This design comes from an exercise in tuning for small area on the open sky130 flow, not from production work. Where RTL was checked, it was by simulation tests only, not by an equivalence proof against the original. The RTL of run 6 was laid out without a check of its function. Power figures rest on the tool's default switching activity, not on a simulated workload.

<file path="flow/config.mk">
export PLATFORM = sky130hd
export DESIGN_NAME = ks_out_process
export DESIGN_NICKNAME = ks_out_process
export VERILOG_FILES = /design/flow/design.v
export SDC_FILE = /design/flow/constraint.sdc
export NUM_CORES = 4
export LEC_CHECK = 0
export CAP_MARGIN = 0
export CORE_MARGIN = 2
export CORE_UTILIZATION = 60
export PLACE_DENSITY = 0.7
export SLEW_MARGIN = 0
</file>
<file path="flow/constraint.sdc">
create_clock -name core_clock -period 5.0 [get_ports {clk}]
set_input_delay 1.0000 -clock core_clock [delete_from_list [all_inputs] [get_ports {clk}]]
set_output_delay 1.0000 -clock core_clock [all_outputs]
set_load 0.01 [all_outputs]
</file>
<file path="flow/standard.sh">
#!/bin/bash
# synth_recipe.tcl (not shown) runs the flow's synth.tcl, then flattens the netlist and writes it again
# the make line also repeats each setting of config.mk as NAME=value (left out here)
make -C /OpenROAD-flow-scripts/flow DESIGN_CONFIG=/design/flow/config.mk WORK_HOME=/design/flow/orfs CLKGATE_MAP_FILE= SYNTH_SCRIPT=/design/flow/synth_recipe.tcl "${@:-finish}"
</file>
<file path="flow/design.v">
package ks_out_pkg;
  parameter int DEF_OP_W       = 32;
  parameter int DEF_LWE_COEF_W = 10;
  parameter int DEF_CORR_W     = 16;
  parameter int DEF_LBX          = 2;
  parameter int DEF_LWE_K        = 4;
  parameter int DEF_BATCH_PBS_NB = 3;
  parameter int DEF_USE_MEAN_COMP = 1;
  typedef enum logic [1:0] {
    COL_MASK,
    COL_LAST_MASK,
    COL_BODY,
    COL_DUMP
  } col_kind_e;
endpackage
`timescale 1ns/10ps
module ks_sync_fifo #(
  parameter int DEPTH = 2,
  parameter int WIDTH = 1
) (
  input  logic  clk,
  input  logic  s_rst_n,
  input  logic  flush_i,
  input  logic [WIDTH-1:0] in_data_i,
  input  logic  in_vld_i,
  output logic  in_rdy_o,
  output logic [WIDTH-1:0] out_data_o,
  output logic  out_vld_o,
  input  logic  out_rdy_i
);
  localparam int PTR_W = (DEPTH > 1) ? $clog2(DEPTH) : 1;
  localparam int CNT_W = $clog2(DEPTH + 1);
  logic [WIDTH-1:0] mem [DEPTH];
  logic [PTR_W-1:0] wr_ptr;
  logic [PTR_W-1:0] rd_ptr;
  logic [CNT_W-1:0] count;
  logic             wr_en;
  logic             rd_en;
  function automatic logic [PTR_W-1:0] ptr_next(input logic [PTR_W-1:0] ptr);
    ptr_next = (ptr == PTR_W'(DEPTH - 1)) ? '0 : ptr + 1'b1;
  endfunction
  assign in_rdy_o   = (count != CNT_W'(DEPTH));
  assign out_vld_o  = (count != '0);
  assign out_data_o = mem[rd_ptr];
  assign wr_ptr     = rd_ptr + PTR_W'(count);
  assign wr_en = in_vld_i & in_rdy_o;
  assign rd_en = out_vld_o & out_rdy_i;
  always_ff @(posedge clk) begin
    if (!s_rst_n || flush_i) begin
      rd_ptr <= '0;
      count  <= '0;
    end else begin
      if (rd_en) begin
        rd_ptr <= ptr_next(rd_ptr);
      end
      if (wr_en && !rd_en) begin
        count <= count + 1'b1;
      end else if (rd_en && !wr_en) begin
        count <= count - 1'b1;
      end
    end
  end
  always_ff @(posedge clk) begin
    if (wr_en) begin
      mem[wr_ptr] <= in_data_i;
    end
  end
endmodule
`timescale 1ns/10ps
module ks_lane_proc #(
  parameter int OP_W       = 32,
  parameter int LWE_COEF_W = 10,
  parameter int CORR_W     = 16,
  parameter int DEPTH      = 6,
  parameter int HAS_LAST   = 1
) (
  input  logic                  clk,
  input  logic                  s_rst_n,
  input  logic                  flush_i,
  input  logic                  wr_i,
  input  logic [OP_W-1:0]       data_i,
  input  logic                  last_pbs_i,
  input  logic                  mg_i,
  output logic                  mg_last_o,
  input  logic                  rd_sel_i,
  input  logic                  rd_i,
  output logic [LWE_COEF_W-1:0] rd_coef_o,
  output logic [CORR_W-1:0]     rd_corr_o,
  output logic                  rd_last_o
);
  localparam int ERR_W = OP_W - LWE_COEF_W;
  localparam int PTR_W = $clog2(DEPTH);
  logic [LWE_COEF_W-1:0] coef_q [DEPTH];
  logic [CORR_W-1:0]     corr_q [DEPTH];
  logic [DEPTH-1:0]      last_q;
  logic [PTR_W-1:0]      wr_ptr;
  logic [PTR_W-1:0]      mg_ptr;
  logic [PTR_W-1:0]      rd_ptr;
  logic                  low_zero;
  logic                  round_up;
  logic [LWE_COEF_W-1:0] coef;
  logic [CORR_W-1:0]     corr;
  function automatic logic [PTR_W-1:0] ptr_next(input logic [PTR_W-1:0] ptr);
    ptr_next = (ptr == PTR_W'(DEPTH - 1)) ? '0 : ptr + 1'b1;
  endfunction
  assign low_zero = (data_i[ERR_W-2:0] == '0);
  assign round_up = ~data_i[ERR_W-1] | low_zero;
  always_comb begin
    logic cy;
    cy = round_up;
    for (int i = 0; i < LWE_COEF_W; i++) begin
      coef[i] = ~data_i[ERR_W + i] ^ cy;
      cy      = cy & ~data_i[ERR_W + i];
    end
  end
  assign corr     = '0 - data_i[CORR_W-1:0];
  always_ff @(posedge clk) begin
    if (!s_rst_n || flush_i) begin
      wr_ptr <= '0;
      mg_ptr <= '0;
      rd_ptr <= '0;
    end else begin
      if (wr_i) wr_ptr <= ptr_next(wr_ptr);
      if (mg_i) mg_ptr <= ptr_next(mg_ptr);
      if (rd_i) rd_ptr <= ptr_next(rd_ptr);
    end
  end
  always_ff @(posedge clk) begin
    for (int i = 0; i < DEPTH; i++) begin
      if (wr_i && wr_ptr == PTR_W'(i)) begin
        coef_q[i] <= coef;
        corr_q[i] <= corr;
      end
    end
  end
  if (HAS_LAST != 0) begin : gen_last
    always_ff @(posedge clk) begin
      for (int i = 0; i < DEPTH; i++) begin
        if (wr_i && wr_ptr == PTR_W'(i)) begin
          last_q[i] <= last_pbs_i;
        end
      end
    end
    assign mg_last_o = last_q[mg_ptr];
    assign rd_last_o = last_q[rd_ptr];
  end else begin : gen_no_last
    assign last_q    = '0;
    assign mg_last_o = 1'b0;
    assign rd_last_o = 1'b0;
  end
  always_comb begin
    rd_coef_o = '0;
    rd_corr_o = '0;
    for (int i = 0; i < DEPTH; i++) begin
      if (rd_sel_i && rd_ptr == PTR_W'(i)) begin
        rd_coef_o = rd_coef_o | coef_q[i];
        rd_corr_o = rd_corr_o | corr_q[i];
      end
    end
  end
endmodule
`timescale 1ns/10ps
module ks_out_process #(
  parameter int OP_W          = ks_out_pkg::DEF_OP_W,
  parameter int LWE_COEF_W    = ks_out_pkg::DEF_LWE_COEF_W,
  parameter int CORR_W        = ks_out_pkg::DEF_CORR_W,
  parameter int LBX           = ks_out_pkg::DEF_LBX,
  parameter int LWE_K         = ks_out_pkg::DEF_LWE_K,
  parameter int BATCH_PBS_NB  = ks_out_pkg::DEF_BATCH_PBS_NB,
  parameter int USE_MEAN_COMP = ks_out_pkg::DEF_USE_MEAN_COMP
) (
  input  logic                     clk,
  input  logic                     s_rst_n,
  input  logic [LBX-1:0][OP_W-1:0] mult_data_i,
  input  logic [LBX-1:0]           mult_avail_i,
  input  logic [LBX-1:0]           mult_last_pbs_i,
  input  logic [OP_W-1:0]          body_data_i,
  input  logic                     body_vld_i,
  output logic                     body_rdy_o,
  input  logic                     restart_i,
  output logic [LWE_COEF_W-1:0]    lwe_coef_o,
  output logic [CORR_W-1:0]        lwe_corr_o,
  output logic                     lwe_vld_o,
  input  logic                     lwe_rdy_i,
  output logic                     loop_done_o,
  output logic                     ksk_rd_inc_o,
  output logic                     body_wr_o,
  output logic [OP_W-1:0]          body_wr_data_o
);
  localparam int DEPTH0 = 6;
  localparam int DEPTH1 = 7;
  localparam int OCNT_W = 4;
  logic                  restart_q;
  logic                  ksk_inc_s0;
  logic [1:0]            set;
  logic                  col_end;
  logic                  in_mask;
  logic                  in_body;
  logic [2:0]            vis;
  logic [2:0]            lcnt0;
  logic                  mg_lane;
  logic [1:0]            mg_cnt;
  logic [1:0]            rd_cnt;
  logic                  mg_vld;
  logic                  mg0, mg1;
  logic                  mg_last0, mg_last1;
  logic [OCNT_W-1:0]     ocnt;
  logic                  take;
  logic                  rd_lane;
  logic                  rd_set;
  logic                  rd0, rd1;
  logic [LWE_COEF_W-1:0] rd_coef0, rd_coef1;
  logic [CORR_W-1:0]     rd_corr0, rd_corr1;
  logic                  rd_last0, rd_last1;
  logic                  rd_last;
  logic [CORR_W-1:0]     rd_corr;
  logic [OP_W-1:0]       body;
  logic                  body_vld;
  logic                  body_s0;
  logic                  body_s1;
  logic                  body_s2;
  logic [OP_W-1:0]       data_s0;
  logic [OP_W-1:0]       body_diff;
  logic [OP_W-1:0]       body_s1_data;
  logic [OP_W-1:0]       body_s2_data;
  always_ff @(posedge clk) begin
    if (!s_rst_n) begin
      restart_q    <= 1'b0;
      ksk_inc_s0   <= 1'b0;
      ksk_rd_inc_o <= 1'b0;
    end else begin
      restart_q    <= restart_i;
      ksk_inc_s0   <= mult_avail_i[LBX-1] & mult_last_pbs_i[LBX-1];
      ksk_rd_inc_o <= ksk_inc_s0;
    end
  end
  assign col_end = mult_avail_i[0] & mult_last_pbs_i[0];
  assign in_mask = mult_avail_i[0] & (set != 2'd2);
  assign in_body = mult_avail_i[0] & (set == 2'd2);
  always_ff @(posedge clk) begin
    if (!s_rst_n || restart_q) begin
      set <= 2'd0;
    end else if (col_end) begin
      set <= (set == 2'd2) ? 2'd0 : set + 2'd1;
    end
  end
  always_ff @(posedge clk) begin
    if (!s_rst_n) begin
      vis <= '0;
    end else begin
      vis <= {vis[1:0], in_mask};
    end
  end
  ks_lane_proc #(
    .OP_W       (OP_W),
    .LWE_COEF_W (LWE_COEF_W),
    .CORR_W     (CORR_W),
    .DEPTH      (DEPTH0),
    .HAS_LAST   (1)
  ) u_lane0 (
    .clk        (clk),
    .s_rst_n    (s_rst_n),
    .flush_i    (restart_q),
    .wr_i       (in_mask),
    .data_i     (mult_data_i[0]),
    .last_pbs_i (mult_last_pbs_i[0]),
    .mg_i       (mg0),
    .mg_last_o  (mg_last0),
    .rd_sel_i   (~rd_lane),
    .rd_i       (rd0),
    .rd_coef_o  (rd_coef0),
    .rd_corr_o  (rd_corr0),
    .rd_last_o  (rd_last0)
  );
  ks_lane_proc #(
    .OP_W       (OP_W),
    .LWE_COEF_W (LWE_COEF_W),
    .CORR_W     (CORR_W),
    .DEPTH      (DEPTH1),
    .HAS_LAST   (0)
  ) u_lane1 (
    .clk        (clk),
    .s_rst_n    (s_rst_n),
    .flush_i    (restart_q),
    .wr_i       (in_mask),
    .data_i     (mult_data_i[1]),
    .last_pbs_i (mult_last_pbs_i[1]),
    .mg_i       (mg1),
    .mg_last_o  (mg_last1),
    .rd_sel_i   (rd_lane),
    .rd_i       (rd1),
    .rd_coef_o  (rd_coef1),
    .rd_corr_o  (rd_corr1),
    .rd_last_o  (rd_last1)
  );
  assign mg_vld = mg_lane | (lcnt0 != '0);
  assign mg0    = mg_vld & ~mg_lane;
  assign mg1    = mg_vld &  mg_lane;
  always_ff @(posedge clk) begin
    if (!s_rst_n || restart_q) begin
      lcnt0   <= '0;
      mg_lane <= 1'b0;
      mg_cnt  <= '0;
      ocnt    <= '0;
    end else begin
      lcnt0 <= lcnt0 + 3'(vis[2]) - 3'(mg0);
      if (mg_vld) begin
        if (mg_lane ? (mg_cnt == '0) : mg_last0) begin
          mg_lane <= ~mg_lane;
        end
        if (mg_lane) begin
          if (mg_cnt != '0) mg_cnt <= mg_cnt - 2'd1;
        end else if (!mg_last0) begin
          mg_cnt <= mg_cnt + 2'd1;
        end
      end
      ocnt <= ocnt + OCNT_W'(mg_vld) - OCNT_W'(take);
    end
  end
  assign lwe_vld_o = (ocnt != '0);
  assign take      = lwe_vld_o & lwe_rdy_i;
  assign rd0       = take & ~rd_lane;
  assign rd1       = take &  rd_lane;
  assign rd_last   = rd_lane ? (rd_cnt == '0) : rd_last0;
  assign lwe_coef_o = rd_coef1 | rd_coef0;
  assign rd_corr    = rd_corr1 | rd_corr0;
  assign lwe_corr_o = rd_corr;
  always_ff @(posedge clk) begin
    if (!s_rst_n || restart_q) begin
      rd_lane <= 1'b0;
      rd_set  <= 1'b0;
      rd_cnt  <= '0;
    end else if (take) begin
      if (rd_last) begin
        rd_lane <= ~rd_lane;
        if (rd_lane) rd_set <= ~rd_set;
      end
      if (rd_lane) begin
        if (rd_cnt != '0) rd_cnt <= rd_cnt - 2'd1;
      end else if (!rd_last0) begin
        rd_cnt <= rd_cnt + 2'd1;
      end
    end
  end
  always_ff @(posedge clk) begin
    if (!s_rst_n) begin
      loop_done_o <= 1'b0;
    end else begin
      loop_done_o <= take & rd_last & rd_lane & rd_set;
    end
  end
  ks_sync_fifo #(
    .DEPTH  (2),
    .WIDTH  (OP_W)
  ) u_body_fifo (
    .clk        (clk),
    .s_rst_n    (s_rst_n),
    .flush_i    (restart_q),
    .in_data_i  (body_data_i),
    .in_vld_i   (body_vld_i),
    .in_rdy_o   (body_rdy_o),
    .out_data_o (body),
    .out_vld_o  (body_vld),
    .out_rdy_i  (body_s0)
  );
  always_ff @(posedge clk) begin
    if (!s_rst_n) begin
      body_s0   <= 1'b0;
      body_s1   <= 1'b0;
      body_s2   <= 1'b0;
      body_wr_o <= 1'b0;
    end else begin
      body_s0   <= in_body;
      body_s1   <= body_s0;
      body_s2   <= body_s1;
      body_wr_o <= body_s2;
    end
  end
  assign body_diff = body - data_s0;
  always_ff @(posedge clk) begin
    data_s0        <= mult_data_i[0];
    body_s1_data   <= body_diff;
    body_s2_data   <= body_s1_data;
    body_wr_data_o <= body_s2_data;
  end
endmodule
</file>
<file path="flow/flow/run.sh">
#!/bin/bash
# The standard layout (standard.sh), with two changes:
#  - the port buffers are plain buf_1 cells
#  - clock tree synthesis adds no dummy loads
set -euo pipefail
export BUFFER_PORTS_ARGS="-buffer_cell sky130_fd_sc_hd__buf_1"
export CTS_ARGS="-sink_clustering_enable -repair_clock_nets -sink_clustering_size 20 -sink_clustering_max_diameter 65 -buf_list sky130_fd_sc_hd__clkbuf_8 -dont_use_dummy_load"
export RECOVER_POWER=100
bash standard.sh > standard.log 2>&1
</file>
==> run_results.csv, run 1 <==
group,metric,value,unit
power_and_ir_drop,p_sw_share,25.92,%
floorplanning,fp.dieW,195.5,um
cts,cts_root_buffer,"clkbuf_8",
detailed_routing,drtAntennaViolNets,0,
place,routabilityCongestion,0.8391,
grt,grt_overflow_total,0,
layout,drive_gt1_share,6.423,%
logic_synthesis,syn_area,22000,um2
detailed_routing,drt_pass1_iterations,6,
power_and_ir_drop,p_int,6.738,mW
layout,mostFrequentLayoutCells,"edfxtp_1, dfxtp_1, buf_1",
detailed_routing,wl,50380,um
critical_path,crit_type,"flip-flop to primary output",
logic_synthesis,synth_edf_count,408,
worst_hold_path,hp-start,"body_s2_data[21]$_DFF_P_",
power_and_ir_drop,p_seq_share,62.5,%
logic_synthesis,async_reset_ff_share,0,%
grt,grt_first_pass_wirelength,75080,um
sta,layout_min_cycle_time,4.598,ns
logic_synthesis,yosysSeqAreaShare,71.51,%
worst_hold_path,min_path_cells,0,
sta,maxSlewHeadroom,-114.3,%
detailed_routing,top_layer_used,"met4",
power_and_ir_drop,irDropWorstVdd,297.6,uV
cts,cts_tree,"built",
critical_path,worst_ep_required_time,4.00,ns
critical_path,path_max_fanout,16,
cts,clk_path_buf_depth,3,
detailed_routing,viasPerCell,6.127,
place,dpl.hpwl,32310,um
power_and_ir_drop,power_frac_comb,15.7,%
detailed_routing,vias,13270,
critical_path,critPathMaxStageDelay,0.57,ns
detailed_routing,wl_met1,21000,um
grt,grt_max_degree,33,
cts,numCtsBuffers,36,
critical_path,rr_endpoint,"body_s1_data[28]$_DFF_P_",
sta,rsz0062_at_grt,"no",
sta,tns,0,ns
critical_path,critPathSlowestCell,"dfxtp_1",
power_and_ir_drop,power_leakage,8.289,nW
logic_synthesis,syn_nets,1683,
critical_path,path_cells,"and2_0 > ha_1 > and2_0 > buf_4 > a222oi_1 > nand2_1 > a221oi_1 > nand3_1 > buf_1",
detailed_routing,post_drt_wl_per_cell,23.27,um
logic_synthesis,yosys_warnings,8,
grt,grt_pass1_vias,12970,
floorplanning,initial_utilization,60.54,%
critical_path,reg2reg_depth,10,
flow_run,maxCapViolCount,16,
sta,final_max_slew_viol_count,447,
floorplanning,core,36350,um2
logic_synthesis,syn_area_per_cell,14.55,um2
sta,period_share,91.96,%
critical_path,cp-startpoint,"u_lane1.rd_ptr[1]$_SDFFE_PP0P_",
critical_path,path_delay_family,"simple AND/OR/NAND/NOR gates",
grt,grt_antenna_before_repair,0,
detailed_routing,drc,0,
floorplanning,dieArea,38220,um2
layout,layout.nets,1870,
cts,h-tree-depth,2,
cts,cts.sink_count,582,
power_and_ir_drop,net-switching-power,2.357,mW
grt,groute.usage.overall,26.48,%
critical_path,worstSetupEndpointType,"primary output",
critical_path,worst_path_most_repeated_cell,"and2_0",
logic_synthesis,synth-seq-cells,582,
logic_synthesis,synthCells,1512,
worst_hold_path,hold-path-endpoint,"body_wr_data_o[21]$_DFF_P_",
critical_path,ff2ff_setup_slack,0.95,ns
logic_synthesis,synthFlopType,"edfxtp_1",
layout,diodes,0,
layout,syn_to_final_growth,7.796,%
status,failed_checks,"capacitance limit, slew limit",
cts,clk_latency,0.62,ns
place,port_buffers,167,
floorplanning,die_h,195.5,um
detailed_routing,dr_wl_met2,23670,um
detailed_routing,met3_length,4318,um
sta,final-setup-viol-count,0,
worst_hold_path,hp-class,"flip-flop to flip-flop",
cts,cts_setup_buffers,0,
cts,postCtsResizedCells,0,
sta,final.setup_skew,0.05554,ns
floorplanning,rows,70,
cts,clk_pin_slew,0.12,ns
critical_path,worst_setup_path_start_kind,"flip-flop",
power_and_ir_drop,design_power_total,9.095,mW
sta,hold_violations,0,
cts,ctsHoldBuffers,0,
layout,nFillCells,2694,
critical_path,arrival,3.60,ns
layout,final_common_cell,"edfxtp_1",
power_and_ir_drop,p_per_area,383.4,nW/um2
sta,tightest_slew,3.203,ns
power_and_ir_drop,clkPwrFrac,21.8,%
sta,clock.fmax,217.5,MHz
critical_path,cp_num_buf_inv,2,
logic_synthesis,post_synth_num_cell_types,65,
status,outcome,"failed layout checks",
detailed_routing,drtIter0Drc,1542,
floorplanning,num_io_pins,168,
power groups by stage:
stage	Combinational [mW]	Clock [mW]	Sequential, mW
2_1_floorplan	0.905	0	5.79
3_3_place_gp	1.41	0	5.78
3_5_place_dp	1.45	0	5.79
4_1_cts	1.45	2.03	5.68
5_1_grt	1.58	2.17	5.72
6_report	1.43	1.98	5.68
cell usage after synthesis (4+ instances only):
cell type	count	area, um2
a211oi_1	4	30.03
a21o_1	16	120.1
a21oi_1	50	250.2
a221oi_1	36	315.3
a222oi_1	47	470.5
a22o_1	17	148.9
a22oi_1	24	180.2
a31oi_1	8	50.05
and2_1	17	106.4
and3_1	18	112.6
buf_1	5	18.77
buf_2	6	30.03
buf_4	8	60.06
clkbuf_1	44	165.2
dfxtp_1	174	3483
edfxtp_1	408	12250
ha_1	63	788.3
inv_1	76	285.3
mux2_2	37	416.7
mux2i_1	13	130.1
nand2_1	105	394.1
nand2b_1	11	68.82
nand3_1	28	140.1
nand4_1	9	56.30
nor2_1	73	274.0
nor2b_1	10	62.56
nor3_1	21	105.1
nor4_1	15	93.84
o211ai_1	5	37.54
o21a_1	4	30.03
o21ai_0	31	155.2
o31a_1	4	35.03
or3_1	5	31.28
xnor2_1	45	394.1
xor2_1	29	254.0
layer usage:
layer,vias up,global-route usage (%)
met1,6528,36.95
met3,86,4.249
met2,607,42.61
li1,6044,-
met4,0,9.584
met5,-,0
state kept, by name (all words and copies together) (netlist names), 4 cells and up, named ones only:
signal / flops
u_lane0.last_q: 6
body_s2_data: 32
u_lane1.coef_q: 70
ocnt: 4
body_s1_data: 32
u_lane0.corr_q: 96
data_s0: 32
u_body_fifo.mem: 64
body_wr_data_o: 32
u_lane0.coef_q: 60
u_lane1.corr_q: 112
worst max-delay path by stage:
stage,end,slack [ns],cells past startpoint
finish,lwe_corr_o[11],0.40,9
global route,lwe_coef_o[5],0.22,8
CTS,lwe_corr_o[11],0.56,9
detailed placement,u_lane1.coef_q[4][9]$_DFFE_PP_,0.50,15
global placement,u_lane1.coef_q[1][9]$_DFFE_PP_,0.62,15
floorplan,u_lane0.coef_q[2][0]$_DFFE_PP_,0.32,3
logic make-up (layout without fill, tap and decap cells):
family,after synthesis,after routing,share of synthesized area [%]
DFF,582,582,71.51
and+or+nand+nor,327,327,7.142
AOI/OAI and AO/OA,272,272,9.365
buffers and inverters,140,325,2.593
xor gates and xnor gates,74,74,2.946
adders and majority gates,66,66,3.855
muxes,51,51,2.587
layout make-up:
class	instances	area (um2)	area share (%)
tap	468	585.6	2.469
timing repair buffer	213	900.9	3.798
clock buffer	36	495.5	2.089
multi-input combinational	790	5717	24.10
sequential	582	15740	66.34
inverter	76	285.3	1.203
metrics by stage:
stage	utilization, %	cells	area (um2)	hold WS, ns	worst slack (ns)
final	65.26	2165	23720	0.3129	0.4018
after global routing	65.26	2165	23720	0.3208	0.2220
after global placement	64.31	2129	23380	0.3102	0.6225
after CTS	65.68	2165	23870	0.3140	0.5616
after detailed placement	64.31	2129	23380	0.3121	0.5003
after floorplan	-	1512	22000	0.3096	0.3218
==> run 2: changes to the inputs <==
--- a/flow/design.v
+++ b/flow/design.v
@@ -376,9 +376,9 @@
       body_wr_o <= body_s2;
     end
   end
-  assign body_diff = body - data_s0;
+  assign body_diff = body + data_s0 + OP_W'(1);
   always_ff @(posedge clk) begin
-    data_s0        <= mult_data_i[0];
+    data_s0        <= ~mult_data_i[0];
     body_s1_data   <= body_diff;
     body_s2_data   <= body_s1_data;
     body_wr_data_o <= body_s2_data;
--- a/flow/flow/run.sh
+++ b/flow/flow/run.sh
@@ -5,5 +5,4 @@
 set -euo pipefail
 export BUFFER_PORTS_ARGS="-buffer_cell sky130_fd_sc_hd__buf_1"
 export CTS_ARGS="-sink_clustering_enable -repair_clock_nets -sink_clustering_size 20 -sink_clustering_max_diameter 65 -buf_list sky130_fd_sc_hd__clkbuf_8 -dont_use_dummy_load"
-export RECOVER_POWER=100
 bash standard.sh > standard.log 2>&1
==> run 2 against run 1 <==
Effect of this change: now clean on timing, DRC and antenna; final cell count is 1.2% lower; largest cell class unchanged; sequential share of layout area about the same; synthesized cell count is 1.3% lower; global-route usage increased by 1.0 points; worst hold slack improved by 0.018 ns; area after synthesis fell by 0.88%; critical path depth stayed put; register-to-register slack improved by 0.48 ns; design area about the same; sequential power barely moved.
==> run_results.csv, run 2 <==
group,metric,value,unit
critical_path,ff2ff_setup_slack,1.43,ns
layout,final_common_cell,"edfxtp_1",
critical_path,rr_endpoint,"body_s1_data[30]$_DFF_P_",
logic_synthesis,synth_most_common_cell,"edfxtp_1",
logic_synthesis,yosysTopAreaCell,"edfxtp_1",
layout,drive_gt1_share,8.289,%
critical_path,worstSetupEndpointType,"primary output",
grt,grt_overflow_total,0,
sta,clock.fmax,216.5,MHz
floorplanning,num_io_pins,168,
sta,tns,0,ns
power_and_ir_drop,net-switching-power,2.404,mW
layout,mostFrequentLayoutCells,"edfxtp_1, dfxtp_1, buf_1",
detailed_routing,drtAntennaViolNets,0,
critical_path,critPathSlowestCell,"and2_1",
critical_path,critPathMaxStageDelay,0.97,ns
sta,tightest_slew,1.276,ns
floorplanning,die_h,194.7,um
layout,diodes,0,
floorplanning,core,35660,um2
worst_hold_path,hold-path-endpoint,"body_s2_data[23]$_DFF_P_",
cts,cts_tree,"built",
logic_synthesis,synth_edf_count,408,
sta,layout_min_cycle_time,4.620,ns
floorplanning,rows,69,
power_and_ir_drop,power_leakage,8.261,nW
status,outcome,"complete, no violations",
layout,syn_to_final_growth,8.737,%
sta,layout_setup_ws,0.3803,ns
floorplanning,initial_utilization,61.17,%
logic_synthesis,syn_area_per_cell,14.62,um2
critical_path,arrival,3.62,ns
sta,hold_violations,0,
flow_run,maxCapViolCount,0,
power_and_ir_drop,p_int,6.763,mW
critical_path,path_max_fanout,20,
logic_synthesis,yosys-top-cells-area,"edfxtp_1, dfxtp_1, ha_1, a222oi_1, xnor2_1",
sta,maxSlewHeadroom,14.93,%
power_and_ir_drop,p_seq_share,62.2,%
layout,regMostFlops,"u_lane1.corr_q",
detailed_routing,drtIter0Drc,1453,
cts,ctsHoldBuffers,0,
logic_synthesis,yosys_warnings,8,
place,pre_cts_ws,0.5123,ns
grt,grt_max_degree,33,
grt,groute.usage.overall,27.50,%
layout,largestRegisters,"u_lane1.corr_q x112, u_lane0.corr_q x96, u_lane1.coef_q x70",
critical_path,worst_setup_path_start_kind,"flip-flop",
power_and_ir_drop,clkPwrFrac,21.7,%
layout,layout.nets,1850,
layout,final_util,66.51,%
place,place_area,23210,um2
power_and_ir_drop,p_sw_share,26.22,%
worst_hold_path,hp-start,"body_s1_data[23]$_DFF_P_",
cts,h-tree-depth,2,
place,port_buffers,167,
sta,period_share,92.39,%
critical_path,worst_path_most_repeated_cell,"and2_1",
layout,largest_reg_flops,112,
place,routabilityCongestion,0.8953,
cts,clk_pin_slew,0.11,ns
power_and_ir_drop,power_frac_comb,16.1,%
critical_path,path_cells,"and2_1 > ha_1 > and2_1 > buf_4 > a222oi_1 > nand2_1 > a221oi_1 > nand3_1 > buf_1",
logic_synthesis,synthCells,1492,
sta,final-setup-viol-count,0,
detailed_routing,vias,13360,
power_and_ir_drop,p_per_area,386.5,nW/um2
grt,grt_first_pass_wirelength,77310,um
logic_synthesis,netlist_top_cells_count,"edfxtp_1, dfxtp_1, nand2_1",
layout,ff_latch_area,15740,um2
cts,postCtsResizedCells,0,
logic_synthesis,synthFlopType,"edfxtp_1",
logic_synthesis,async_reset_ff_share,0,%
cts,cts_root_buffer,"clkbuf_8",
detailed_routing,wl,52070,um
layout,postLayoutCellArea,23720,um2
cts,clk_latency,0.58,ns
detailed_routing,drc,0,
layout,multi_input_area,5704,um2
cts,cts_setup_buffers,0,
logic_synthesis,synth_top_area_share,56.18,%
critical_path,reg2reg_depth,8,
floorplanning,dieArea,37890,um2
power_and_ir_drop,irDropWorstVdd,257.2,uV
cts,numCtsBuffers,37,
layout,nFillCells,2559,
grt,grt_pass1_vias,13050,
logic_synthesis,yosysSeqAreaShare,72.15,%
worst_hold_path,hp-class,"flip-flop to flip-flop",
detailed_routing,viasPerCell,6.250,
detailed_routing,drt_pass1_iterations,6,
logic_synthesis,post_synth_num_cell_types,61,
sta,final.setup_skew,0.04579,ns
grt,grt_antenna_before_repair,0,
worst_hold_path,min_path_cells,0,
critical_path,crit_type,"flip-flop to primary output",
logic_synthesis,synth-seq-cells,582,
floorplanning,fp.dieW,194.7,um
sta,rsz0062_at_grt,"no",
logic_synthesis,syn_nets,1663,
place,dpl.hpwl,34930,um
detailed_routing,post_drt_wl_per_cell,24.35,um
critical_path,worst_ep_required_time,4.00,ns
cts,clk_path_buf_depth,3,
cts,cts.sink_count,582,
logic_synthesis,syn_area,21810,um2
sta,final_max_slew_viol_count,0,
-- run 2: cell type report --
type	instances	share of cell area [%]
clock buffer	37	2.147
inverter	74	1.171
multi-input combinational	779	24.05
sequential	582	66.35
tap	461	2.432
timing repair buffer	205	3.846
-- run 2: through the flow --
| step | std cells | hold WS (ns) | power [mW] |
|---|---|---|---|
| after floorplan | 1492 | 0.3096 | 6.679 |
| after global placement | 2101 | 0.3107 | 7.241 |
| after detailed placement | 2101 | 0.3121 | 7.286 |
| after CTS | 2138 | 0.3326 | 9.217 |
| after global routing | 2138 | 0.3403 | 9.551 |
| final | 2138 | 0.3304 | 9.166 |
-- run 2: critical path: cells and delay by family, from the launching register on --
family                   cells  cell delay [ns]
buffers and inverters        2             0.50
AND/OR/NAND/NOR              4             1.48
AO/OA/AOI/OAI                2             0.17
adder cells (fa/ha/maj)      1             0.14
flip-flops                   1             0.77
-- run 2: power by group through the flow --
stage                     Clock, mW  Sequential [mW]  Combinational, mW
after global placement            0             5.80               1.44
after detailed placement          0             5.81               1.47
after floorplan                   0             5.80              0.884
final                          1.99             5.70               1.48
after global routing           2.19             5.74               1.62
after CTS                      2.03             5.70               1.48
-- run 2: worst max path at each step --
| stage | start | slack [ns] | to |
|---|---|---|---|
| floorplan | mult_avail_i[0] | 0.32 | u_lane0.coef_q[2][0]$_DFFE_PP_ |
| global placement | mult_data_i[39] | 0.65 | u_lane1.coef_q[1][9]$_DFFE_PP_ |
| detailed placement | mult_data_i[39] | 0.51 | u_lane1.coef_q[4][9]$_DFFE_PP_ |
| CTS | u_lane1.rd_ptr[0]$_SDFFE_PP0P_ | 0.45 | lwe_coef_o[0] |
| global route | u_lane1.rd_ptr[0]$_SDFFE_PP0P_ | 0.29 | lwe_coef_o[0] |
| finish | u_lane1.rd_ptr[0]$_SDFFE_PP0P_ | 0.38 | lwe_corr_o[10] |
-- run 2: layer usage --
layer,up-vias,global-route usage (%),routed length (um)
met3,96,4.633,4636
met4,0,10.83,1966
met2,683,44.62,24690
li1,5994,-,-
met1,6589,37.51,20770
met5,-,0,0
-- run 2: kinds of logic (layout without fill, tap and decap cells) --
family / after synthesis / in the layout / share of synthesized area, %
fa+ha+maj: 66 / 66 / 3.890
xor+xnor: 71 / 71 / 2.851
mux: 46 / 46 / 2.461
buf+inv: 131 / 316 / 2.272
flops: 582 / 582 / 72.15
simple gates: 334 / 334 / 7.533
compound gates: 262 / 262 / 8.846
==> run 3: changes to the inputs <==
--- a/flow/design.v
+++ b/flow/design.v
@@ -42,14 +42,17 @@
   assign in_rdy_o   = (count != CNT_W'(DEPTH));
   assign out_vld_o  = (count != '0);
   assign out_data_o = mem[rd_ptr];
-  assign wr_ptr     = rd_ptr + PTR_W'(count);
   assign wr_en = in_vld_i & in_rdy_o;
   assign rd_en = out_vld_o & out_rdy_i;
   always_ff @(posedge clk) begin
     if (!s_rst_n || flush_i) begin
+      wr_ptr <= '0;
       rd_ptr <= '0;
       count  <= '0;
     end else begin
+      if (wr_en) begin
+        wr_ptr <= ptr_next(wr_ptr);
+      end
       if (rd_en) begin
         rd_ptr <= ptr_next(rd_ptr);
       end
@@ -198,6 +201,7 @@
   logic                  in_body;
   logic [2:0]            vis;
   logic [2:0]            lcnt0;
+  logic [2:0]            lcnt1;
   logic                  mg_lane;
   logic [1:0]            mg_cnt;
   logic [1:0]            rd_cnt;
@@ -293,17 +297,19 @@
     .rd_corr_o  (rd_corr1),
     .rd_last_o  (rd_last1)
   );
-  assign mg_vld = mg_lane | (lcnt0 != '0);
+  assign mg_vld = mg_lane ? (lcnt1 != '0) : (lcnt0 != '0);
   assign mg0    = mg_vld & ~mg_lane;
   assign mg1    = mg_vld &  mg_lane;
   always_ff @(posedge clk) begin
     if (!s_rst_n || restart_q) begin
       lcnt0   <= '0;
+      lcnt1   <= '0;
       mg_lane <= 1'b0;
       mg_cnt  <= '0;
       ocnt    <= '0;
     end else begin
       lcnt0 <= lcnt0 + 3'(vis[2]) - 3'(mg0);
+      lcnt1 <= lcnt1 + 3'(vis[2]) - 3'(mg1);
       if (mg_vld) begin
         if (mg_lane ? (mg_cnt == '0) : mg_last0) begin
           mg_lane <= ~mg_lane;
@@ -376,9 +382,9 @@
       body_wr_o <= body_s2;
     end
   end
-  assign body_diff = body + data_s0 + OP_W'(1);
+  assign body_diff = body - data_s0;
   always_ff @(posedge clk) begin
-    data_s0        <= ~mult_data_i[0];
+    data_s0        <= mult_data_i[0];
     body_s1_data   <= body_diff;
     body_s2_data   <= body_s1_data;
     body_wr_data_o <= body_s2_data;
==> flow/flow/run.sh (replaced) <==
#!/bin/bash
# The standard layout (standard.sh), with two changes:
#  - the port buffers are plain buf_1 cells
#  - clock tree synthesis adds no dummy loads
set -euo pipefail
export BUFFER_PORTS_ARGS="-buffer_cell sky130_fd_sc_hd__buf_1"
export CTS_ARGS="-sink_clustering_enable -repair_clock_nets -sink_clustering_size 16 -sink_clustering_max_diameter 45 -buf_list {sky130_fd_sc_hd__clkbuf_4 sky130_fd_sc_hd__clkbuf_8} -dont_use_dummy_load"
bash standard.sh > standard.log 2>&1
==> run 3 against run 2 <==
Effect of this change: still clean on timing, DRC and antenna; sequential cell count rose by 4; area after synthesis increased by 1.4%; clock-buffer cell count up 17; total power up 5.7%; critical path depth down 2; clock skew is 0.024 ns higher; worst hold slack worse by 0.040 ns; clock power increased by about 20%; worst setup slack improved by 0.19 ns; die area grew 1.4%; design area is 2.3% higher.
==> run_results.csv, run 3 <==
group,metric,value,unit
logic_synthesis,async_reset_ff_share,0,%
layout,diodes,0,
grt,grt_antenna_before_repair,0,
sta,maxSlewHeadroom,26.29,%
logic_synthesis,synth_top_area_share,55.41,%
grt,top_usage_layer,"met2",
logic_synthesis,yosysTopAreaCell,"edfxtp_1",
floorplanning,dieArea,38410,um2
cts,clk_latency,0.67,ns
sta,tightest_slew,1.103,ns
layout,nFillCells,2652,
critical_path,worst_ep_required_time,4.00,ns
cts,cts.sink_count,586,
logic_synthesis,synth-seq-cells,586,
logic_synthesis,synth_most_common_cell,"edfxtp_1",
power_and_ir_drop,p_seq_share,59.1,%
place,dp.cells,2137,
sta,tns,0,ns
layout,layout.nets,1899,
place,port_buffers,167,
power_and_ir_drop,power_leakage,8.509,nW
logic_synthesis,yosysSeqAreaShare,71.52,%
power_and_ir_drop,power_frac_comb,16.2,%
power_and_ir_drop,p_sw_share,26.34,%
cts,cts_tree,"built",
grt,groute.usage.overall,27.79,%
status,outcome,"complete, no violations",
critical_path,arrival,3.43,ns
layout,final_common_cell,"edfxtp_1",
grt,grt_max_degree,40,
power_and_ir_drop,p_int,7.137,mW
logic_synthesis,syn_area,22110,um2
detailed_routing,drt_pass1_iterations,6,
detailed_routing,drtAntennaViolNets,0,
grt,grt_pass1_vias,13120,
layout,mostFrequentLayoutCells,"edfxtp_1, dfxtp_1, buf_1",
logic_synthesis,post_synth_num_cell_types,63,
worst_hold_path,hp-class,"flip-flop to flip-flop",
logic_synthesis,yosys_warnings,8,
sta,hold_violations,0,
logic_synthesis,syn_area_per_cell,14.57,um2
layout,drive_gt1_share,9.054,%
layout,stdcell_count,2191,
grt,grt_util_met1,38.66,%
detailed_routing,viasPerCell,6.178,
sta,clock.fmax,226.0,MHz
critical_path,worstSetupEndpointType,"primary output",
layout,multi_input_area,5876,um2
cts,numCtsBuffers,54,
power_and_ir_drop,net-switching-power,2.552,mW
sta,rsz0062_at_grt,"no",
critical_path,worst_setup_path_start_kind,"flip-flop",
layout,largestRegisters,"u_lane1.corr_q x112, u_lane0.corr_q x96, u_lane1.coef_q x70",
detailed_routing,drc,0,
layout,postLayoutCellArea,24270,um2
detailed_routing,post_drt_wl_per_cell,24.33,um
grt,grt_overflow_total,0,
critical_path,ff2ff_setup_slack,1.54,ns
cts,clk_path_buf_depth,3,
flow_run,maxCapViolCount,0,
logic_synthesis,netlist_top_cells_count,"edfxtp_1, dfxtp_1, inv_1",
sta,final-setup-viol-count,0,
cts,h-tree-depth,2,
cts,postCtsResizedCells,0,
cts,ctsHoldBuffers,0,
power_and_ir_drop,clkPwrFrac,24.7,%
floorplanning,core,36430,um2
floorplanning,die_h,196.0,um
logic_synthesis,synthCells,1518,
place,routabilityCongestion,0.8773,
critical_path,crit_type,"flip-flop to primary output",
logic_synthesis,synth_edf_count,408,
layout,ff_latch_area,15820,um2
layout,regMostFlops,"u_lane1.corr_q",
cts,cts_root_buffer,"clkbuf_8",
floorplanning,num_io_pins,168,
cts,cts_setup_buffers,0,
layout,largest_reg_flops,112,
floorplanning,fp.dieW,196.0,um
detailed_routing,vias,13540,
place,place_area,23530,um2
power_and_ir_drop,irDropWorstVdd,291.9,uV
floorplanning,rows,70,
logic_synthesis,syn_nets,1692,
layout,final_util,66.61,%
floorplanning,initial_utilization,60.69,%
grt,grt_use_met2,45.49,%
sta,period_share,88.51,%
grt,grt_first_pass_wirelength,78310,um
cts,clk_pin_slew,0.09,ns
sta,worst_hold_slack,0.2903,ns
detailed_routing,drtIter0Drc,1465,
grt,global_route.usage.met3,4.642,%
sta,final.setup_skew,0.07022,ns
logic_synthesis,yosys-top-cells-area,"edfxtp_1, dfxtp_1, ha_1, a22oi_1, xnor2_1",
detailed_routing,wl,53320,um
logic_synthesis,synthFlopType,"edfxtp_1",
layout,syn_to_final_growth,9.761,%
power_and_ir_drop,p_per_area,399.2,nW/um2
place,dpl.hpwl,33810,um
critical_path,path_max_fanout,26,
sta,layout_min_cycle_time,4.426,ns
sta,final_max_slew_viol_count,0,
==> run 3: cells by family (layout without fill, tap and decap cells) <==
logic type	Yosys count	after routing	share of synthesized area, %
xor gates and xnor gates	71	71	2.812
AOI/OAI and AO/OA	283	283	9.450
muxes	46	46	2.371
adders and majority gates	69	69	4.040
DFF	586	586	71.52
buffers and inverters	142	347	2.490
and+or+nand+nor	321	321	7.316
==> run 3: cell type report <==
cell class,instances,share of cell area [%]
inverters,89,1.376
well taps,468,2.413
multi-input cells,790,24.21
clock buffers,54,3.062
flip-flops and latches,586,65.16
repair buffers,204,3.779
==> run 3: routing by layer <==
metal	share of wire [%]	routed length, um
met1	41	21750
met2	48	25470
met3	9.0	4818
met4	2.4	1284
met5	0	0
==> run 3: metrics by stage <==
stage	worst slack, ns	power (mW)
final	0.5743	9.689
after global routing	0.4087	10.09
after CTS	0.5595	9.757
after detailed placement	0.4984	7.410
after global placement	0.6132	7.362
after floorplan	0.2727	6.803
==> run 3: path summary, 6_finish.rpt <==
path | startpoint | endpoint | depth (start not counted)
max | u_lane0.rd_ptr[0]$_SDFFE_PP0P_ | lwe_corr_o[3] | 7
min | body_s1_data[8]$_DFF_P_ | body_s2_data[8]$_DFF_P_ | 0
max reg2reg | flip-flop | body_s1_data[31]$_DFF_P_ | 10
min reg2reg | body_s1_data[8]$_DFF_P_ | body_s2_data[8]$_DFF_P_ | 0
==> run 3: critical path, stage by stage (launching register included) <==
cell and delay [ns]:
dfxtp_1 0.82, and2_1 0.23, ha_1 0.14, nor2b_4 0.82, a222oi_1 0.21, nand4_1 0.16
a211o_1 0.21, buf_1 0.19
==> run 3: power by group through the flow <==
stage / Combinational, mW / Clock [mW] / Sequential, mW
floorplan: 0.985 / 0 / 5.82
detailed placement: 1.57 / 0 / 5.84
CTS: 1.58 / 2.45 / 5.73
finish: 1.57 / 2.39 / 5.73
global route: 1.72 / 2.60 / 5.77
global placement: 1.53 / 0 / 5.83
==> run 4: changes to the inputs <==
==> flow/flow/run.sh (replaced) <==
#!/bin/bash
# The standard layout (standard.sh), with two changes:
#  - the port buffers are plain buf_1 cells
#  - clock tree synthesis adds no dummy loads
set -euo pipefail
export BUFFER_PORTS_ARGS="-buffer_cell sky130_fd_sc_hd__buf_1"
export CTS_ARGS="-sink_clustering_enable -repair_clock_nets -sink_clustering_size 25 -sink_clustering_max_diameter 40 -buf_list sky130_fd_sc_hd__clkbuf_8 -dont_use_dummy_load"
bash standard.sh > standard.log 2>&1
==> run 4 against run 3 <==
Effect of this change: area after synthesis stayed put; synthesized cell count stayed put; total power is 2.8% higher; final cell count is 0.59% higher; sequential power hardly changed; core utilization is 0.49 points higher; sequential share of layout area is 0.48 points lower.
==> run_results.csv, run 4 <==
group,metric,value,unit
sta,final-setup-viol-count,0,
grt,grt_pass1_vias,13220,
layout,stdcell_count,2204,
logic_synthesis,netlist_top_cells_count,"edfxtp_1, dfxtp_1, inv_1",
floorplanning,die_h,196.0,um
cts,cts.sink_count,586,
logic_synthesis,syn_nets,1692,
sta,hold_violations,0,
logic_synthesis,synth_top_area_share,55.41,%
grt,grt_overflow_total,0,
logic_synthesis,synthMuxAreaShare,2.371,%
cts,postCtsResizedCells,0,
sta,final_max_slew_viol_count,0,
critical_path,cp_num_buf_inv,1,
sta,period_share,87.51,%
status,outcome,"complete, no violations",
critical_path,path_delay_family,"simple AND/OR/NAND/NOR gates",
logic_synthesis,synth-xor-area-share,2.812,%
sta,rsz0062_at_grt,"no",
cts,ctsHoldBuffers,0,
critical_path,critPathSlowestCell,"dfxtp_1",
power_and_ir_drop,irDropWorstVdd,299.7,uV
floorplanning,initial_utilization,60.69,%
logic_synthesis,yosysSeqAreaShare,71.52,%
logic_synthesis,synthFlopType,"edfxtp_1",
critical_path,path_max_fanout,26,
layout,largest_reg_flops,112,
critical_path,ff2ff_setup_slack,1.57,ns
detailed_routing,wl,53230,um
layout,layout.nets,1912,
place,port_buffers,167,
detailed_routing,drtAntennaViolNets,0,
sta,tns,0,ns
logic_synthesis,syn_area_per_cell,14.57,um2
logic_synthesis,yosysTopAreaCell,"edfxtp_1",
floorplanning,core,36430,um2
place,dp.cells,2137,
detailed_routing,drt_pass1_iterations,7,
cts,clk_path_buf_depth,3,
cts,cts_root_buffer,"clkbuf_8",
logic_synthesis,yosys.area_share.simple,7.316,%
critical_path,path_cells,"and2_1 > ha_1 > nor2b_4 > a222oi_1 > and3_1 > nand3_1 > buf_1",
detailed_routing,drtIter0Drc,1401,
layout,postLayoutCellArea,24450,um2
logic_synthesis,synthAdderAreaFrac,4.040,%
logic_synthesis,post_synth_num_cell_types,63,
layout,final_common_cell,"edfxtp_1",
logic_synthesis,synthCells,1518,
flow_run,maxCapViolCount,0,
critical_path,crit_type,"flip-flop to primary output",
layout,mostFrequentLayoutCells,"edfxtp_1, dfxtp_1, buf_1",
place,place_area,23530,um2
cts,cts_setup_buffers,0,
detailed_routing,drc,0,
grt,groute.usage.overall,27.87,%
critical_path,worst_setup_path_start_kind,"flip-flop",
sta,layout_min_cycle_time,4.375,ns
cts,h-tree-depth,3,
logic_synthesis,async_reset_ff_share,0,%
place,pre_cts_ws,0.4984,ns
logic_synthesis,yosys_warnings,8,
logic_synthesis,synth_compound_area_share,9.449,%
grt,grt_max_degree,40,
detailed_routing,post_drt_wl_per_cell,24.15,um
floorplanning,num_io_pins,168,
layout,syn_to_final_growth,10.57,%
logic_synthesis,synth-seq-cells,586,
logic_synthesis,yosys-top-cells-area,"edfxtp_1, dfxtp_1, ha_1, a22oi_1, xnor2_1",
layout,regMostFlops,"u_lane1.corr_q",
layout,diodes,0,
critical_path,cp-startpoint,"u_lane0.rd_ptr[0]$_SDFFE_PP0P_",
logic_synthesis,synth_top_family_by_area,"compound AO/OA/AOI/OAI gates",
grt,grt_first_pass_wirelength,78030,um
detailed_routing,vias,13560,
detailed_routing,viasPerCell,6.154,
sta,clock.fmax,228.5,MHz
sta,tightest_slew,1.138,ns
worst_hold_path,hp-class,"flip-flop to flip-flop",
power_and_ir_drop,power_leakage,8.603,nW
cts,clk_pin_slew,0.08,ns
critical_path,worst_ep_required_time,4.00,ns
layout,drive_gt1_share,9.735,%
critical_path,critPathMaxStageDelay,0.81,ns
power_and_ir_drop,p_per_area,407.5,nW/um2
place,routabilityCongestion,0.8773,
floorplanning,dieArea,38410,um2
layout,final_util,67.11,%
sta,layout_setup_ws,0.6245,ns
critical_path,worstSetupEndpointType,"primary output",
sta,maxSlewHeadroom,23.95,%
cts,numCtsBuffers,67,
place,dpl.hpwl,33810,um
layout,largestRegisters,"u_lane1.corr_q x112, u_lane0.corr_q x96, u_lane1.coef_q x70",
grt,grt_antenna_before_repair,0,
cts,clk_latency,0.64,ns
cts,cts_tree,"built",
worst_hold_path,hp-start,"body_s1_data[14]$_DFF_P_",
logic_synthesis,syn_area,22110,um2
floorplanning,rows,70,
sta,final.setup_skew,0.08650,ns
critical_path,arrival,3.38,ns
logic_synthesis,synth_edf_count,408,
logic_synthesis,synth_most_common_cell,"edfxtp_1",
floorplanning,fp.dieW,196.0,um
## run 4: path summary, 6_finish.rpt
check,to,depth (start not counted)
worst min-delay path,body_s2_data[14]$_DFF_P_,0
worst min register to register,body_s2_data[14]$_DFF_P_,0
worst max-delay path,lwe_coef_o[7],7
worst max register to register,body_s1_data[31]$_DFF_P_,10
## run 4: routing by layer
layer	wire length (um)	global-route usage (%)
met2	25080	44.51
met4	1638	10.49
met3	4858	5.897
met1	21650	38.10
met5	0	0
## run 4: cell type report
type                            instances  area (um2)
Clock buffer                           67       922.1
Fill cell                            2644       11990
Inverter                               89       334.1
Multi-Input combinational cell        790        5876
Sequential cell                       586       15820
Tap cell                              468       585.6
Timing Repair Buffer                  204       917.1
## run 4: power breakdown
part	leakage [nW]	internal [mW]	total, mW	switching, mW
sequential	5.22	5.59	5.73	0.145
combinational	2.90	0.596	1.58	0.979
clock	0.482	1.19	2.66	1.47
## run 4: kinds of logic after synthesis
family                   count (synthesis)
flip-flops                             586
AND/OR/NAND/NOR                        321
AO/OA/AOI/OAI                          283
buffers and inverters                  142
XOR/XNOR                                71
adder cells (fa/ha/maj)                 69
multiplexers                            46
## run 4: stage by stage
step	total power [mW]	hold slack (ns)
floorplan	6.803	0.3096
global placement	7.362	0.3101
detailed placement	7.410	0.3121
CTS	10.02	0.2865
global route	10.37	0.2934
finish	9.962	0.2869
==> run 5: changes to the inputs <==
==> flow/flow/run.sh (replaced) <==
#!/bin/bash
# The standard layout (standard.sh), with two changes:
#  - the port buffers are plain buf_1 cells
#  - clock tree synthesis adds no dummy loads
set -euo pipefail
export BUFFER_PORTS_ARGS="-buffer_cell sky130_fd_sc_hd__buf_1"
export CTS_ARGS="-sink_clustering_enable -repair_clock_nets -sink_clustering_size 40 -sink_clustering_max_diameter 60 -buf_list sky130_fd_sc_hd__clkbuf_16 -dont_use_dummy_load"
bash standard.sh > standard.log 2>&1
==> run 5 against run 4 <==
Effect of this change: via count fell by 1.1%; worst hold slack improved by 0.013 ns; critical endpoint is now lwe_corr_o[3]; critical path depth is the same; critical path type unchanged; die area unchanged; clock-buffer cell count down 30; sequential share of layout area hardly changed; register-to-register slack worse by 0.03 ns; sequential cell count did not move; fmax is 1.6% higher; combinational power is essentially flat; total power up 0.88%.
==> run_results.csv, run 5 <==
group,metric,value,unit
cts,postCtsResizedCells,0,
power_and_ir_drop,irDropWorstVdd,360.3,uV
detailed_routing,drt_pass1_iterations,9,
layout,diodes,0,
detailed_routing,drc,0,
critical_path,reg2reg_depth,10,
grt,grt_first_pass_wirelength,77500,um
logic_synthesis,synthCells,1518,
logic_synthesis,synth_most_common_cell,"edfxtp_1",
place,port_buffers,167,
layout,final_common_cell,"edfxtp_1",
grt,grt_max_degree,40,
floorplanning,core,36430,um2
logic_synthesis,syn_nets,1692,
detailed_routing,drtAntennaViolNets,0,
floorplanning,initial_utilization,60.69,%
layout,mostFrequentLayoutCells,"edfxtp_1, dfxtp_1, buf_1",
critical_path,cp-startpoint,"u_lane0.rd_ptr[0]$_SDFFE_PP0P_",
logic_synthesis,synth_edf_count,408,
cts,h-tree-depth,2,
sta,period_share,86.11,%
sta,layout_min_cycle_time,4.305,ns
logic_synthesis,async_reset_ff_share,0,%
layout,layout.nets,1882,
sta,layout_setup_ws,0.6946,ns
sta,final_max_slew_viol_count,0,
logic_synthesis,synth-seq-cells,586,
place,dpl.hpwl,33810,um
layout,syn_to_final_growth,10.59,%
worst_hold_path,hp-class,"flip-flop to flip-flop",
floorplanning,fp.dieW,196.0,um
place,routabilityCongestion,0.8773,
logic_synthesis,yosys-top-cells-area,"edfxtp_1, dfxtp_1, ha_1, a22oi_1, xnor2_1",
grt,groute.usage.overall,27.50,%
cts,clk_path_buf_depth,3,
critical_path,critPathMaxStageDelay,0.81,ns
floorplanning,dieArea,38410,um2
detailed_routing,wl,52840,um
sta,rsz0062_at_grt,"no",
cts,cts.sink_count,586,
critical_path,worstSetupEndpointType,"primary output",
sta,clock.fmax,232.3,MHz
sta,tightest_slew,1.115,ns
grt,grt_antenna_before_repair,0,
sta,worst_hold_slack,0.2997,ns
floorplanning,rows,70,
sta,tns,0,ns
cts,cts_tree,"built",
grt,grt_overflow_total,0,
critical_path,worst_setup_path_start_kind,"flip-flop",
logic_synthesis,netlist_top_cells_count,"edfxtp_1, dfxtp_1, inv_1",
layout,largestRegisters,"u_lane1.corr_q x112, u_lane0.corr_q x96, u_lane1.coef_q x70",
cts,ctsHoldBuffers,0,
critical_path,rr_endpoint,"body_s1_data[31]$_DFF_P_",
floorplanning,num_io_pins,168,
power_and_ir_drop,power_leakage,8.577,nW
logic_synthesis,yosysTopAreaCell,"edfxtp_1",
layout,largest_reg_flops,112,
status,outcome,"complete, no violations",
logic_synthesis,yosysSeqAreaShare,71.52,%
critical_path,crit_type,"flip-flop to primary output",
grt,grt_pass1_vias,12970,
logic_synthesis,yosys_warnings,8,
layout,regMostFlops,"u_lane1.corr_q",
logic_synthesis,syn_area,22110,um2
cts,clk_latency,0.57,ns
logic_synthesis,post_synth_num_cell_types,63,
detailed_routing,viasPerCell,6.171,
logic_synthesis,syn_area_per_cell,14.57,um2
critical_path,cp-endpoint,"lwe_corr_o[3]",
floorplanning,die_h,196.0,um
cts,cts_setup_buffers,0,
cts,clk_pin_slew,0.10,ns
detailed_routing,post_drt_wl_per_cell,24.31,um
logic_synthesis,synth_top_area_share,55.41,%
critical_path,ff2ff_setup_slack,1.54,ns
critical_path,arrival,3.31,ns
flow_run,maxCapViolCount,0,
detailed_routing,drtIter0Drc,1441,
place,pre_cts_ws,0.4984,ns
sta,final-setup-viol-count,0,
critical_path,worst_ep_required_time,4.00,ns
critical_path,path_max_fanout,26,
cts,cts_root_buffer,"clkbuf_16",
power_and_ir_drop,p_per_area,411.0,nW/um2
logic_synthesis,synthFlopType,"edfxtp_1",
critical_path,path_cells,"and2_1 > ha_1 > nor2b_4 > a222oi_1 > nand4_1 > a211o_1 > buf_1",
sta,final.setup_skew,0.05701,ns
critical_path,critPathSlowestCell,"dfxtp_1",
cts,numCtsBuffers,37,
layout,drive_gt1_share,8.148,%
sta,maxSlewHeadroom,25.47,%
detailed_routing,vias,13420,
sta,hold_violations,0,
## run 5: through the flow
stage	power (mW)	instances	cell area (um2)	util, %
2_1_floorplan	6.803	1518	22110	-
3_3_place_gp	7.362	2137	23530	64.57
3_5_place_dp	7.410	2137	23530	64.57
4_1_cts	10.10	2174	24450	67.12
5_1_grt	10.44	2174	24450	67.12
6_report	10.05	2174	24450	67.12
## run 5: logic make-up after synthesis
group | Yosys count | synth area share, %
buffers and inverters | 142 | 2.490
flip-flops | 586 | 71.52
adder cells (fa/ha/maj) | 69 | 4.040
XOR/XNOR | 71 | 2.812
AND/OR/NAND/NOR | 321 | 7.316
AO/OA/AOI/OAI | 283 | 9.450
multiplexers | 46 | 2.371
## run 5: cell type report
| class | instances | area (um2) |
|---|---|---|
| Clock buffer | 37 | 925.9 |
| Fill cell | 2629 | 11980 |
| Inverter | 89 | 334.1 |
| Multi-Input combinational cell | 790 | 5876 |
| Sequential cell | 586 | 15820 |
| Tap cell | 468 | 585.6 |
| Timing Repair Buffer | 204 | 917.1 |
## run 5: worst min path at each step
stage | startpoint | endpoint | slack [ns] | cells after the start
floorplan | body_s1_data[0]$_DFF_P_ | body_s2_data[0]$_DFF_P_ | 0.31 | 0
global placement | body_s1_data[30]$_DFF_P_ | body_s2_data[30]$_DFF_P_ | 0.31 | 0
detailed placement | body_s1_data[29]$_DFF_P_ | body_s2_data[29]$_DFF_P_ | 0.31 | 0
CTS | body_s2_data[27]$_DFF_P_ | body_wr_data_o[27]$_DFF_P_ | 0.30 | 0
global route | body_s2_data[27]$_DFF_P_ | body_wr_data_o[27]$_DFF_P_ | 0.30 | 0
finish | body_s1_data[20]$_DFF_P_ | body_s2_data[20]$_DFF_P_ | 0.30 | 0
## run 5: where the power goes
part	internal, mW	leakage, nW	switching [mW]
registers	5.58	5.22	0.145
clock network	1.32	0.456	1.43
logic	0.596	2.90	0.975
## run 5: worst max-delay path: cells and delay by family (launching register included)
family                   cells  cell delay (ns)
AND/OR/NAND/NOR              3             1.20
flip-flops                   1             0.81
AO/OA/AOI/OAI                2             0.41
buffers and inverters        1             0.18
adder cells (fa/ha/maj)      1             0.14
## run 5: metal layers
layer	GRT usage (%)	vias to the layer above	wire, um
met3	4.624	81	4491
met2	44.26	614	25030
met5	0	-	0
li1	-	6096	-
met1	38.57	6625	21800
met4	9.287	0	1519
==> run 6: changes to the inputs <==
--- a/flow/design.v
+++ b/flow/design.v
@@ -116,7 +116,7 @@
       cy      = cy & ~data_i[ERR_W + i];
     end
   end
-  assign corr     = '0 - data_i[CORR_W-1:0];
+  assign corr     = data_i[CORR_W-1:0];
   always_ff @(posedge clk) begin
     if (!s_rst_n || flush_i) begin
       wr_ptr <= '0;
@@ -330,7 +330,21 @@
   assign rd_last   = rd_lane ? (rd_cnt == '0) : rd_last0;
   assign lwe_coef_o = rd_coef1 | rd_coef0;
   assign rd_corr    = rd_corr1 | rd_corr0;
-  assign lwe_corr_o = rd_corr;
+  always_comb begin
+    logic [CORR_W-1:0] pre;
+    pre = rd_corr;
+    for (int k = 1; k < CORR_W; k = k * 2) begin
+      for (int i = 0; i < CORR_W; i++) begin
+        if ((i / k) % 2 == 1) begin
+          pre[i] = pre[i] | pre[(i / k) * k - 1];
+        end
+      end
+    end
+    lwe_corr_o[0] = rd_corr[0];
+    for (int i = 1; i < CORR_W; i++) begin
+      lwe_corr_o[i] = rd_corr[i] ^ pre[i-1];
+    end
+  end
   always_ff @(posedge clk) begin
     if (!s_rst_n || restart_q) begin
       rd_lane <= 1'b0;
==> flow/flow/run.sh (replaced) <==
#!/bin/bash
# The standard layout (standard.sh), with two changes:
#  - the port buffers are plain buf_1 cells
#  - clock tree synthesis adds no dummy loads
set -euo pipefail
export BUFFER_PORTS_ARGS="-buffer_cell sky130_fd_sc_hd__buf_1"
export CTS_ARGS="-sink_clustering_enable -repair_clock_nets -sink_clustering_size 20 -sink_clustering_max_diameter 50 -buf_list sky130_fd_sc_hd__clkbuf_8 -dont_use_dummy_load"
bash standard.sh > standard.log 2>&1
--- a/flow/config.mk
+++ b/flow/config.mk
@@ -5,8 +5,11 @@
 export SDC_FILE = /design/flow/constraint.sdc
 export NUM_CORES = 4
 export LEC_CHECK = 0
-export CAP_MARGIN = 0
+export CAP_MARGIN = 20
 export CORE_MARGIN = 2
 export CORE_UTILIZATION = 60
+export CTS_BUF_LIST = sky130_fd_sc_hd__clkbuf_8
+export CTS_CLUSTER_DIAMETER = 50
+export CTS_CLUSTER_SIZE = 20
 export PLACE_DENSITY = 0.7
-export SLEW_MARGIN = 0
+export SLEW_MARGIN = 20
==> run 6 against run 5 <==
Effect of this change: highest routed layer unchanged; register-to-register slack got worse by 0.68 ns; die area unchanged; still clean on timing, DRC and antenna; via count increased by 0.18%; critical endpoint is now lwe_corr_o[9]; critical path depth increased by 9; first-iteration DRC count increased by 0.56%; wire length about the same; design area increased by 0.34%; fmax decreased by 13%; clock power decreased by 18%; global-route usage increased by 0.47 points.
==> run_results.csv, run 6 <==
group,metric,value,unit
status,outcome,"complete, no violations",
critical_path,critPathMaxStageDelay,0.56,ns
place,port_buffers,167,
critical_path,path_delay_family,"simple AND/OR/NAND/NOR gates",
cts,cts.sink_count,586,
sta,tightest_slew,1.124,ns
worst_hold_path,hp-class,"flip-flop to flip-flop",
floorplanning,initial_utilization,60.69,%
grt,grt_pass1_vias,13300,
place,place_area,23700,um2
detailed_routing,viasPerCell,6.123,
sta,final_max_slew_viol_count,0,
layout,mostFrequentLayoutCells,"edfxtp_1, dfxtp_1, buf_1",
critical_path,worstSetupEndpointType,"primary output",
sta,final.setup_skew,0.05340,ns
layout,final_common_cell,"edfxtp_1",
sta,tns,0,ns
cts,numCtsBuffers,48,
detailed_routing,drt_pass1_iterations,5,
logic_synthesis,synth_top_area_share,55.41,%
logic_synthesis,synthCells,1502,
flow_run,maxCapViolCount,0,
cts,cts_root_buffer,"clkbuf_8",
logic_synthesis,post_synth_num_cell_types,66,
layout,layout.nets,1904,
power_and_ir_drop,p_sw_share,26.54,%
worst_hold_path,min_path_cells,0,
grt,grt_overflow_total,0,
critical_path,path_cells,"and2_4 > ha_4 > and2_4 > a222oi_1 > nand4_1 > nor2_2 > ha_2 > o2111a_1 > nand4b_1 > or4_4 > buf_4 > nor2_4 > and2_1 > ha_1 > xnor2_1 > buf_2",
logic_synthesis,syn_area,22110,um2
detailed_routing,wl,52820,um
floorplanning,core,36430,um2
critical_path,cp-startpoint,"u_lane1.rd_ptr[1]$_SDFFE_PP0P_",
layout,drive_gt1_share,11.65,%
grt,grt_antenna_before_repair,1,
place,routabilityCongestion,0.9372,
power_and_ir_drop,power_frac_comb,17.8,%
critical_path,cp_num_cells,16,
logic_synthesis,syn_area_per_cell,14.72,um2
logic_synthesis,synthFlopType,"edfxtp_1",
logic_synthesis,yosysTopAreaCell,"edfxtp_1",
critical_path,path_max_fanout,4,
detailed_routing,vias,13440,
cts,clk_path_buf_depth,3,
power_and_ir_drop,p_seq_share,58.9,%
critical_path,critPathSlowestCell,"or4_4",
layout,largestRegisters,"u_lane1.corr_q x112, u_lane0.corr_q x96, u_lane1.coef_q x70",
power_and_ir_drop,p_int,7.103,mW
critical_path,cp_num_buf_inv,2,
logic_synthesis,async_reset_ff_share,0,%
logic_synthesis,yosys-top-cells-area,"edfxtp_1, dfxtp_1, ha_1, a22oi_1, mux2_2",
power_and_ir_drop,p_per_area,394.1,nW/um2
grt,grt_first_pass_wirelength,79100,um
sta,final-setup-viol-count,0,
cts,cts_tree,"built",
logic_synthesis,yosysSeqAreaShare,71.52,%
logic_synthesis,synth_edf_count,408,
cts,clk_latency,0.62,ns
floorplanning,num_io_pins,168,
power_and_ir_drop,net-switching-power,2.566,mW
layout,postLayoutCellArea,24540,um2
critical_path,ff2ff_setup_slack,0.86,ns
detailed_routing,drtIter0Drc,1449,
sta,rsz0062_at_grt,"yes",
grt,groute.usage.overall,27.97,%
critical_path,worst_ep_required_time,4.00,ns
layout,nFillCells,2614,
floorplanning,rows,70,
floorplanning,fp.dieW,196.0,um
logic_synthesis,syn_nets,1678,
layout,regMostFlops,"u_lane1.corr_q",
layout,syn_to_final_growth,10.97,%
cts,clk_pin_slew,0.11,ns
power_and_ir_drop,clkPwrFrac,23.2,%
sta,hold_violations,0,
power_and_ir_drop,power_leakage,8.576,nW
cts,ctsHoldBuffers,0,
critical_path,worst_setup_path_start_kind,"flip-flop",
logic_synthesis,netlist_top_cells_count,"edfxtp_1, dfxtp_1, nor2_1",
detailed_routing,post_drt_wl_per_cell,24.07,um
logic_synthesis,synth_most_common_cell,"edfxtp_1",
floorplanning,dieArea,38410,um2
sta,clock.fmax,203.1,MHz
sta,layout_min_cycle_time,4.924,ns
detailed_routing,drtAntennaViolNets,0,
place,dpl.hpwl,34860,um
logic_synthesis,synth-seq-cells,586,
critical_path,reg2reg_depth,13,
logic_synthesis,yosys_warnings,8,
layout,largest_reg_flops,112,
power_and_ir_drop,irDropWorstVdd,306.3,uV
sta,maxSlewHeadroom,25.03,%
floorplanning,die_h,196.0,um
sta,period_share,98.47,%
grt,grt_max_degree,33,
detailed_routing,drc,0,
cts,h-tree-depth,2,
critical_path,worst_path_most_repeated_cell,"and2_4",
worst_hold_path,hp-start,"body_s1_data[25]$_DFF_P_",
critical_path,crit_type,"flip-flop to primary output",
critical_path,arrival,3.92,ns
==> run 6: worst reg2reg max path, cell delays in order (launching register included) <==
cell      delay (ns)
dfxtp_1         0.36
buf_4           0.43
mux2_2          0.43
ha_1            0.36
o211ai_1        0.11
a21oi_1         0.20
o41ai_1         0.11
buf_4           0.16
o21ai_0         0.44
a211oi_1        0.18
buf_4           0.19
o41ai_1         0.72
a21oi_1         0.17
xnor2_1         0.18
==> run 6: cell type report <==
type                       instances  area [um2]  area share [%]
inverter                          83       311.5           1.270
multi-input combinational        774        5948           24.24
antenna                            1       2.502         0.01020
sequential                       586       15820           64.47
tap                              468       585.6           2.386
timing repair buffer             235        1209           4.926
clock buffer                      48       660.6           2.692
==> run 6: cell families after synthesis <==
logic type / count (synthesis) / synth area share (%)
XOR/XNOR: 57 / 2.258
flip-flops: 586 / 71.52
multiplexers: 65 / 3.418
AO/OA/AOI/OAI: 267 / 8.686
adder cells (fa/ha/maj): 71 / 4.153
buffers and inverters: 142 / 2.507
AND/OR/NAND/NOR: 314 / 7.458
==> run 6: power groups by stage <==
stage,sequential [mW],combinational [mW],clock (mW)
finish,5.70,1.72,2.25
CTS,5.70,1.71,2.29
floorplan,5.81,1.03,0
global placement,5.80,1.63,0
global route,5.74,1.89,2.46
detailed placement,5.81,1.68,0
==> run 6: per-stage QoR <==
| step | power [mW] | util [%] | setup WS, ns | std cells | hold WS, ns |
|---|---|---|---|---|---|
| after floorplan | 6.841 | - | 0.02883 | 1502 | 0.3096 |
| after global placement | 7.430 | 64.97 | 0.2347 | 2135 | 0.3103 |
| after CTS | 9.706 | 67.21 | 0.009984 | 2192 | 0.3085 |
| after global routing | 10.09 | 67.35 | -0.1195 | 2195 | 0.3018 |
| final | 9.670 | 67.35 | 0.07642 | 2195 | 0.3063 |
| after detailed placement | 7.489 | 65.04 | 0.2062 | 2136 | 0.3121 |
==> run 6: per-layer routing <==
layer | track usage, % | up-vias | routed length (um)
met4 | 9.652 | 0 | 1452
met1 | 38.43 | 6613 | 21860
met5 | 0 | - | 0
met2 | 45.02 | 640 | 24950
li1 | - | 6094 | -
met3 | 5.742 | 93 | 4555
==> run 6: worst paths after layout <==
check,end
max,lwe_corr_o[9]
min,body_s2_data[25]$_DFF_P_
max reg2reg,body_s1_data[30]$_DFF_P_
min reg2reg,body_s2_data[25]$_DFF_P_
==> run 6: repair_timing <==
action / CTS / global route
endpoints found under the setup margin: 8 / 7
pin swaps: 8 / 3
hold endpoints to repair: 0 / 0
resized for setup: 21 / 14
gates cloned: 0 / 0
buffers inserted: 8 / 3

[static timing again, ports no longer ideal]
In the flow no input, the clock included, has a driving cell. The finished layouts below were timed again as built, in two steps.
Step 1: set_driving_cell puts a clkbuf_16 on clk and a buf_2 on each other input, an assumption about the parent block.
Step 2 also shifts input and output timing later by t, the mid clock arrival at the registers, as if the neighbouring blocks saw the same clock.
a / b / c = ideal / step 1 / step 2; a / b = the first two.
| run | shift t [ns] | setup slack, ns | clock arrival spread, ns | slew at the worst register clock pin (ns) |
|---|---|---|---|---|
| run 1 | 0.640 | 0.402 / 0.352 / 0.332 | 0.056 / 0.056 | 0.12 / 0.12 |
| run 2 | 0.607 | 0.380 / 0.331 / 0.491 | 0.054 / 0.053 | 0.12 / 0.12 |
| run 3 | 0.682 | 0.574 / 0.524 / 0.401 | 0.070 / 0.070 | 0.09 / 0.09 |
| run 4 | 0.645 | 0.625 / 0.573 / 0.420 | 0.087 / 0.086 | 0.10 / 0.10 |
| run 5 | 0.598 | 0.695 / 0.636 / 0.397 | 0.057 / 0.058 | 0.10 / 0.10 |
| run 6 | 0.660 | 0.076 / 0.028 / 0.186 | 0.093 / 0.093 | 0.12 / 0.12 |
The setup slack of run 5, which loses most, moves by -0.059 ns with the drivers and by -0.298 ns with both steps.
